Source: an optimization exercise on an open RTL-to-GDS flow (aim: small area, a short achievable clock period and few clock cycles per item). Production flows keep margins and buffers that such runs may drop.
RTL that was checked went through simulation tests only; none was proved equivalent to the original.

==> wip/juniper: inputs <==
// beacon_id_table_to_channel_mapper_unit
module beacon_id_table_to_channel_mapper_unit (
  input  logic         clk,
  input  logic         rst_n,
  input  logic         in_valid,
  output logic         in_ready,
  input  logic [1:0]   in_opcode,
  input  logic [7:0]   in_payload_length,
  input  logic [15:0]  in_company_id,
  input  logic [63:0]  in_sensor_id,
  input  logic [7:0]   in_accel_x,
  input  logic [7:0]   in_accel_y,
  input  logic [7:0]   in_accel_z,
  output logic         out_valid,
  input  logic         out_ready,
  output logic [3:0]   out_status,
  output logic [3:0]   out_entry_index,
  output logic [6:0]   out_channel_base,
  output logic [7:0]   out_x_positive,
  output logic [7:0]   out_x_negative,
  output logic [7:0]   out_y_positive,
  output logic [7:0]   out_y_negative,
  output logic [7:0]   out_z_positive,
  output logic [7:0]   out_z_negative,
  output logic         out_send_request,
  output logic         out_all_known_seen,
  input  logic         cfg_we,
  input  logic         cfg_wdata
);
  localparam int N = 16;
  localparam int RW = 4 + 4 + 1 + 1 + 1 + 24;
  logic [63:0]   id_mem [N];
  logic [N-1:0]  km_r;       
  logic [N-1:0]  tm_r;       
  logic [N-1:0]  seen_r;
  logic [N-1:0]  ma_r;       
  logic [N-1:0]  mb_r;       
  logic          out_en_r;
  logic          in_ready_r;
  logic          accept;
  assign in_ready = in_ready_r;
  assign accept   = in_valid && in_ready_r;
  logic          s2_v;
  logic [N-1:0]  s2_eq;
  logic          s2_eqp;
  logic [63:0]   s2_id;
  logic          s2_look, s2_short, s2_scan, s2_clear, s2_add;
  logic [23:0]   s2_acc;
  always_ff @(posedge clk) begin
    logic sight;
    sight = (in_opcode == 2'd0);
    for (int i = 0; i < N; i++) begin
      s2_eq[i] <= (id_mem[i] == in_sensor_id);
    end
    s2_eqp   <= (s2_id == in_sensor_id);
    s2_id    <= in_sensor_id;
    s2_look  <= sight && (in_payload_length >= 8'd21) && (in_company_id == 16'h015d);
    s2_short <= (in_payload_length < 8'd21);
    s2_scan  <= (in_opcode == 2'd1);
    s2_clear <= (in_opcode == 2'd2);
    s2_add   <= (in_opcode == 2'd3);
    s2_acc   <= {in_accel_x, in_accel_y, in_accel_z};
  end
  ...
Settings: LEC_CHECK=0, CAP_MARGIN=20, CORE_MARGIN=2, CORE_UTILIZATION=40, CTS_BUF_LIST=sky130_fd_sc_hd__clkbuf_16, CTS_CLUSTER_DIAMETER=120, CTS_CLUSTER_SIZE=25, PLACE_DENSITY=0.8, SETUP_SLACK_MARGIN=2.5, SLEW_MARGIN=20; clock period 5.0 ns.
standard.sh (not shown) runs the stock make flow with config.mk's settings and CLKGATE_MAP_FILE= SYNTH_SCRIPT=/design/flow/synth_recipe.tcl, a recipe that flattens the netlist after the stock synthesis.
==> flow/flow/run.sh <==
#!/bin/bash
# The standard layout, except that the port buffers are buf_4 cells: left to itself
# buffer_ports picks a delay cell (clkdlybuf4s50_1) for every input and output port.
set -euo pipefail
export BUFFER_PORTS_ARGS="-buffer_cell sky130_fd_sc_hd__buf_4"
bash standard.sh > standard.log 2>&1
==> inputs of wip/yarrow, as changes to wip/juniper <==
--- a/flow/design.v
+++ b/flow/design.v
@@ -145,36 +145,27 @@
   logic          is_sight;
   logic [N-1:0]  match, pre_m, fm;
   logic [N-1:0]  oh_t, oh_k, we;
   logic          any, khit, full, kfull, hit;
   logic [N-1:0]  missing, low_m;
   logic          m_zero, m_one;
   assign is_sight = !s2_scan && !s2_clear && !s2_add;
-  logic [N-1:0]  w, pre_w, fw;
   always_comb begin
-    oh_t[0] = !tm_r[0];
-    oh_k[0] = !km_r[0];
-    for (int i = 1; i < N; i++) begin
-      oh_t[i] = tm_r[i-1] && !tm_r[i];
-      oh_k[i] = km_r[i-1] && !km_r[i];
-    end
     match = (ma_r & s2_eq) | (mb_r & {N{s2_eqp}});
     pre_m[0] = 1'b0;
     for (int i = 1; i < N; i++) begin
       pre_m[i] = pre_m[i-1] | match[i-1];
     end
     fm = match & ~pre_m;
-    if (s2_look) w = match | oh_t;
-    else if (s2_add) w = oh_k;
-    else w = '0;
-    pre_w[0] = 1'b0;
+    oh_t[0] = !tm_r[0];
+    oh_k[0] = !km_r[0];
     for (int i = 1; i < N; i++) begin
-      pre_w[i] = pre_w[i-1] | w[i-1];
+      oh_t[i] = tm_r[i-1] && !tm_r[i];
+      oh_k[i] = km_r[i-1] && !km_r[i];
     end
-    fw = w & ~pre_w;
     missing = km_r & ~seen_r;
     low_m[0] = 1'b0;
     for (int i = 1; i < N; i++) begin
       low_m[i] = low_m[i-1] | missing[i-1];
     end
     low_m = ~low_m & ~missing;
     m_zero = (missing == '0);
@@ -202,15 +193,17 @@
     end else if (s2_scan) begin
       st_h = 4'd6;
     end else if (s2_clear) begin
       st_h = 4'd7;
     end else begin
       st_h = kfull ? 4'd9 : 4'd8;
     end
-    sel = fw;
+    if (s2_look) sel = any ? fm : oh_t;
+    else if (s2_add) sel = oh_k;
+    else sel = '0;
     idx_h  = '0;
     base_h = '0;
     for (int i = 0; i < N; i++) begin
       if (sel[i]) begin
         idx_h  = idx_h | 4'(i);
         base_h = base_h | 7'(6 * i);
       end
@@ -227,16 +220,18 @@
     tm_n = tm_r;
     if (!rst_n) begin
       km_r   <= '0;
       tm_n   = '0;
       seen_r <= '0;
     end else if (s2_v) begin
       if (s2_look) begin
-        seen_r <= seen_r | fw;
-        if (!any && !full) begin
+        if (any) begin
+          seen_r <= seen_r | fm;
+        end else if (!full) begin
+          seen_r <= seen_r | oh_t;
           tm_n   = {tm_r[N-2:0], 1'b1};
         end
       end else if (s2_scan) begin
         seen_r <= seen_r & ~km_r;
       end else if (s2_clear) begin
         km_r   <= '0;
         tm_n   = '0;
- PLACE_DENSITY: 0.8 -> not set
- SETUP_SLACK_MARGIN: 2.5 -> 2.2
==> inputs of wip/zinc, as changes to wip/juniper <==
--- a/flow/design.v
+++ b/flow/design.v
@@ -145,36 +145,27 @@
   logic          is_sight;
   logic [N-1:0]  match, pre_m, fm;
   logic [N-1:0]  oh_t, oh_k, we;
   logic          any, khit, full, kfull, hit;
   logic [N-1:0]  missing, low_m;
   logic          m_zero, m_one;
   assign is_sight = !s2_scan && !s2_clear && !s2_add;
-  logic [N-1:0]  w, pre_w, fw;
   always_comb begin
-    oh_t[0] = !tm_r[0];
-    oh_k[0] = !km_r[0];
-    for (int i = 1; i < N; i++) begin
-      oh_t[i] = tm_r[i-1] && !tm_r[i];
-      oh_k[i] = km_r[i-1] && !km_r[i];
-    end
     match = (ma_r & s2_eq) | (mb_r & {N{s2_eqp}});
     pre_m[0] = 1'b0;
     for (int i = 1; i < N; i++) begin
       pre_m[i] = pre_m[i-1] | match[i-1];
     end
     fm = match & ~pre_m;
-    if (s2_look) w = match | oh_t;
-    else if (s2_add) w = oh_k;
-    else w = '0;
-    pre_w[0] = 1'b0;
+    oh_t[0] = !tm_r[0];
+    oh_k[0] = !km_r[0];
     for (int i = 1; i < N; i++) begin
-      pre_w[i] = pre_w[i-1] | w[i-1];
+      oh_t[i] = tm_r[i-1] && !tm_r[i];
+      oh_k[i] = km_r[i-1] && !km_r[i];
     end
-    fw = w & ~pre_w;
     missing = km_r & ~seen_r;
     low_m[0] = 1'b0;
     for (int i = 1; i < N; i++) begin
       low_m[i] = low_m[i-1] | missing[i-1];
     end
     low_m = ~low_m & ~missing;
     m_zero = (missing == '0);
@@ -202,15 +193,17 @@
     end else if (s2_scan) begin
       st_h = 4'd6;
     end else if (s2_clear) begin
       st_h = 4'd7;
     end else begin
       st_h = kfull ? 4'd9 : 4'd8;
     end
-    sel = fw;
+    if (s2_look) sel = any ? fm : oh_t;
+    else if (s2_add) sel = oh_k;
+    else sel = '0;
     idx_h  = '0;
     base_h = '0;
     for (int i = 0; i < N; i++) begin
       if (sel[i]) begin
         idx_h  = idx_h | 4'(i);
         base_h = base_h | 7'(6 * i);
       end
@@ -227,16 +220,18 @@
     tm_n = tm_r;
     if (!rst_n) begin
       km_r   <= '0;
       tm_n   = '0;
       seen_r <= '0;
     end else if (s2_v) begin
       if (s2_look) begin
-        seen_r <= seen_r | fw;
-        if (!any && !full) begin
+        if (any) begin
+          seen_r <= seen_r | fm;
+        end else if (!full) begin
+          seen_r <= seen_r | oh_t;
           tm_n   = {tm_r[N-2:0], 1'b1};
         end
       end else if (s2_scan) begin
         seen_r <= seen_r & ~km_r;
       end else if (s2_clear) begin
         km_r   <= '0;
         tm_n   = '0;
- ABC_CLOCK_PERIOD_IN_PS: not set -> 2000
- CORE_UTILIZATION: 40 -> 60
- CTS_BUF_LIST: sky130_fd_sc_hd__clkbuf_16 -> not set
- CTS_CLUSTER_DIAMETER: 120 -> not set
- CTS_CLUSTER_SIZE: 25 -> not set
- PLACE_DENSITY: 0.8 -> not set
- SETUP_SLACK_MARGIN: 2.5 -> 3.0
==> inputs of wip/raven, as changes to wip/juniper <==
--- a/flow/design.v
+++ b/flow/design.v
@@ -113,18 +113,18 @@
   logic [63:0]   id_mem [N];
   logic [N-1:0]  km_r;       
   logic [N-1:0]  tm_r;       
   logic [N-1:0]  seen_r;
   logic [N-1:0]  ma_r;       
   logic [N-1:0]  mb_r;       
   logic          out_en_r;
-  logic          in_ready_r;
   logic          accept;
-  assign in_ready = in_ready_r;
-  assign accept   = in_valid && in_ready_r;
+  logic          skid_next;
+  assign in_ready = !skid_next;
+  assign accept   = in_valid && !skid_next;
   logic          s2_v;
   logic [N-1:0]  s2_eq;
   logic          s2_eqp;
   logic [63:0]   s2_id;
   logic          s2_look, s2_short, s2_scan, s2_clear, s2_add;
   logic [23:0]   s2_acc;
   always_ff @(posedge clk) begin
@@ -255,71 +255,64 @@
     for (int i = 0; i < N; i++) begin
       if (we[i]) begin
         id_mem[i] <= s2_id;
       end
     end
   end
   logic          ov_r;
-  logic [1:0]    skc_r, skc_nxt;
-  logic [RW-1:0] sk0_r, sk1_r;
+  logic          sk_v_r;
+  logic [RW-1:0] sk_r;
   logic          out_free;
   logic [3:0]    o_status;
   logic [3:0]    o_idx;
   logic [6:0]    o_base;
   logic [7:0]    o_xp, o_xn, o_yp, o_yn, o_zp, o_zn;
   logic          o_send;
   logic          o_all;
-  assign out_free = !ov_r || out_ready;
-  always_comb begin
-    skc_nxt = skc_r;
-    if (out_free) begin
-      if (skc_r != 2'd0 && !s2_v) skc_nxt = skc_r - 2'd1;
-    end else if (s2_v) begin
-      skc_nxt = skc_r + 2'd1;
-    end
-  end
+  logic          skn_free_r, skn_held_r;
+  assign out_free  = !ov_r || out_ready;
+  assign skid_next = out_ready ? skn_free_r : skn_held_r;
   always_ff @(posedge clk) begin
     if (!rst_n) begin
       ov_r       <= 1'b0;
-      skc_r      <= 2'd0;
-      s2_v       <= 1'b0;
-      in_ready_r <= 1'b0;
-      out_en_r   <= 1'b0;
+      sk_v_r     <= 1'b0;
+      skn_free_r <= 1'b0;
+      skn_held_r <= 1'b0;
+      s2_v     <= 1'b0;
+      out_en_r <= 1'b0;
     end else begin
       if (cfg_we) begin
         out_en_r <= cfg_wdata;
       end
       if (out_free) begin
-        ov_r <= (skc_r != 2'd0) || s2_v;
+        ov_r <= sk_v_r || s2_v;
       end
-      skc_r      <= skc_nxt;
+      sk_v_r     <= skid_next;
       s2_v       <= accept;
-      in_ready_r <= ({1'b0, skc_nxt} + {2'b00, accept}) < 3'd2;
+      skn_free_r <= skid_next && accept;
+      skn_held_r <= (out_free ? (sk_v_r || s2_v) : ov_r) ? (skid_next || accept)
+                                                           : (skid_next && accept);
     end
   end
   function automatic logic [7:0] pos_part(input logic [7:0] v, input logic h);
     pos_part = (h && !v[7] && (v != 8'd0)) ? {v[6:0], 1'b0} : 8'd0;
   endfunction
   function automatic logic [7:0] neg_part(input logic [7:0] v, input logic h);
     neg_part = (h && v[7]) ? (8'd0 - {v[6:0], 1'b0}) : 8'd0;
   endfunction
   always_ff @(posedge clk) begin
     logic [RW-1:0] r;
-    if (out_free && skc_r != 2'd0) begin
-      sk0_r <= (skc_r == 2'd2) ? sk1_r : res;
-      sk1_r <= res;
-    end else begin
-      if (skc_r == 2'd0) sk0_r <= res;
-      if (skc_r == 2'd1) sk1_r <= res;
+    if (!sk_v_r || out_free) begin
+      sk_r <= res;
     end
     if (out_free) begin
-      r = (skc_r != 2'd0) ? sk0_r : res;
+      r = sk_v_r ? sk_r : res;
       o_status <= r[34:31];
       o_idx    <= r[30:27];
-      o_base   <= (skc_r != 2'd0) ? 7'({sk0_r[30:27], 2'b00} + {sk0_r[30:27], 1'b0}) : base_h;
+      o_base   <= sk_v_r ? 7'({sk_r[30:27], 2'b00} + {sk_r[30:27], 1'b0}) : base_h;
       o_send   <= r[26];
       o_all    <= r[25];
       o_xp     <= pos_part(r[23:16], r[24]);
       o_xn     <= neg_part(r[23:16], r[24]);
       o_yp     <= pos_part(r[15:8], r[24]);
       o_yn     <= neg_part(r[15:8], r[24]);
       o_zp     <= pos_part(r[7:0], r[24]);
- CORE_UTILIZATION: 40 -> 60
==> summary.txt <==
GRT
  • Met3 usage: 7.16%

Status
  • Status: no timing/DRC/antenna violations

Setup path
  • Stages on the worst setup path: 9
  • Slowest cell on the critical path: or4_1
That was wip/juniper.
==> summary.txt <==
GRT
  • Met3 usage: approximately a tenth

Setup path
  • Stages on the worst setup path: 4
  • Slowest cell on the critical path: dfxtp_1

Status
  • Status: no timing/DRC/antenna violations
That was wip/raven.
==> summary.txt <==
Status
  • Status: no timing/DRC/antenna violations

Setup path
  • Slowest cell on the critical path: dfxtp_4
  • WP data arrival: around 3.2 ns
  • Stages on the worst setup path: 11

Timing
  • Setup_tns: 0 ns

GRT
  • Met3 usage: under 10%
  • GRT met1 Usage: between 40% and 50%

Synth
  • Primary FF master, synth: edfxtp_1
That was wip/zinc.
==> summary.txt <==
Setup path
  • Stages on the worst setup path: 5
  • Slowest cell on the critical path: nor4_1

Synth
  • Yosys Warn Count: 2

Final layout
  • Area growth syn-to-layout: 11.8%
  • Register Area: about 38000 µm²

GRT
  • Met3 usage: between 3 and 4%

Status
  • Status: no timing/DRC/antenna violations
That was wip/yarrow.
Testbench counts of wip/yarrow, summed over its fixed seeds: cycles 4,816, items 4,800.
Testbench counts of wip/zinc, summed over its fixed seeds: cycles 4,816, items 4,800.
Testbench counts of wip/raven, summed over its fixed seeds: cycles 4,816, items 4,800.
The RTL of wip/juniper was laid out without a check of its function.

==> port drivers added, routing unchanged <==
The results above use ideal ports. As a check the final layouts listed here were re-extracted and re-timed, cells and wires unchanged.
Step 1 sets driving cells, clkbuf_16 on the clock port and buf_2 on the other inputs (assumed; they add their load-dependent delay and slew).
Step 2 times the ports against the registers' clock, not the clock port: input delays grow and output delays shrink by t, the midpoint of the rising clock arrivals with the driver on.
a / b / c = no drivers / after step 1 / after step 2; a / b = the first two.
run	t, ns	setup WS [ns]	worst hold slack (ns)	clock arrival spread, ns	worst register clock-pin slew, ns
wip/juniper	0.807	2.260 / 2.260 / 1.533	0.410 / 0.361 / 0.477	0.119 / 0.119	0.12 / 0.12
wip/yarrow	0.800	2.154 / 2.204 / 1.403	0.341 / 0.293 / 0.466	0.067 / 0.067	0.11 / 0.11
wip/zinc	0.823	2.262 / 2.262 / 2.044	0.346 / 0.306 / 0.438	0.033 / 0.033	0.07 / 0.07
wip/raven	0.768	2.299 / 2.299 / 1.676	0.377 / 0.340 / 0.442	0.071 / 0.071	0.11 / 0.11
After both steps every run listed still meets setup and hold. For wip/yarrow, which loses most, drivers alone change the setup slack by +0.050 ns; drivers and shift together by -0.751 ns.
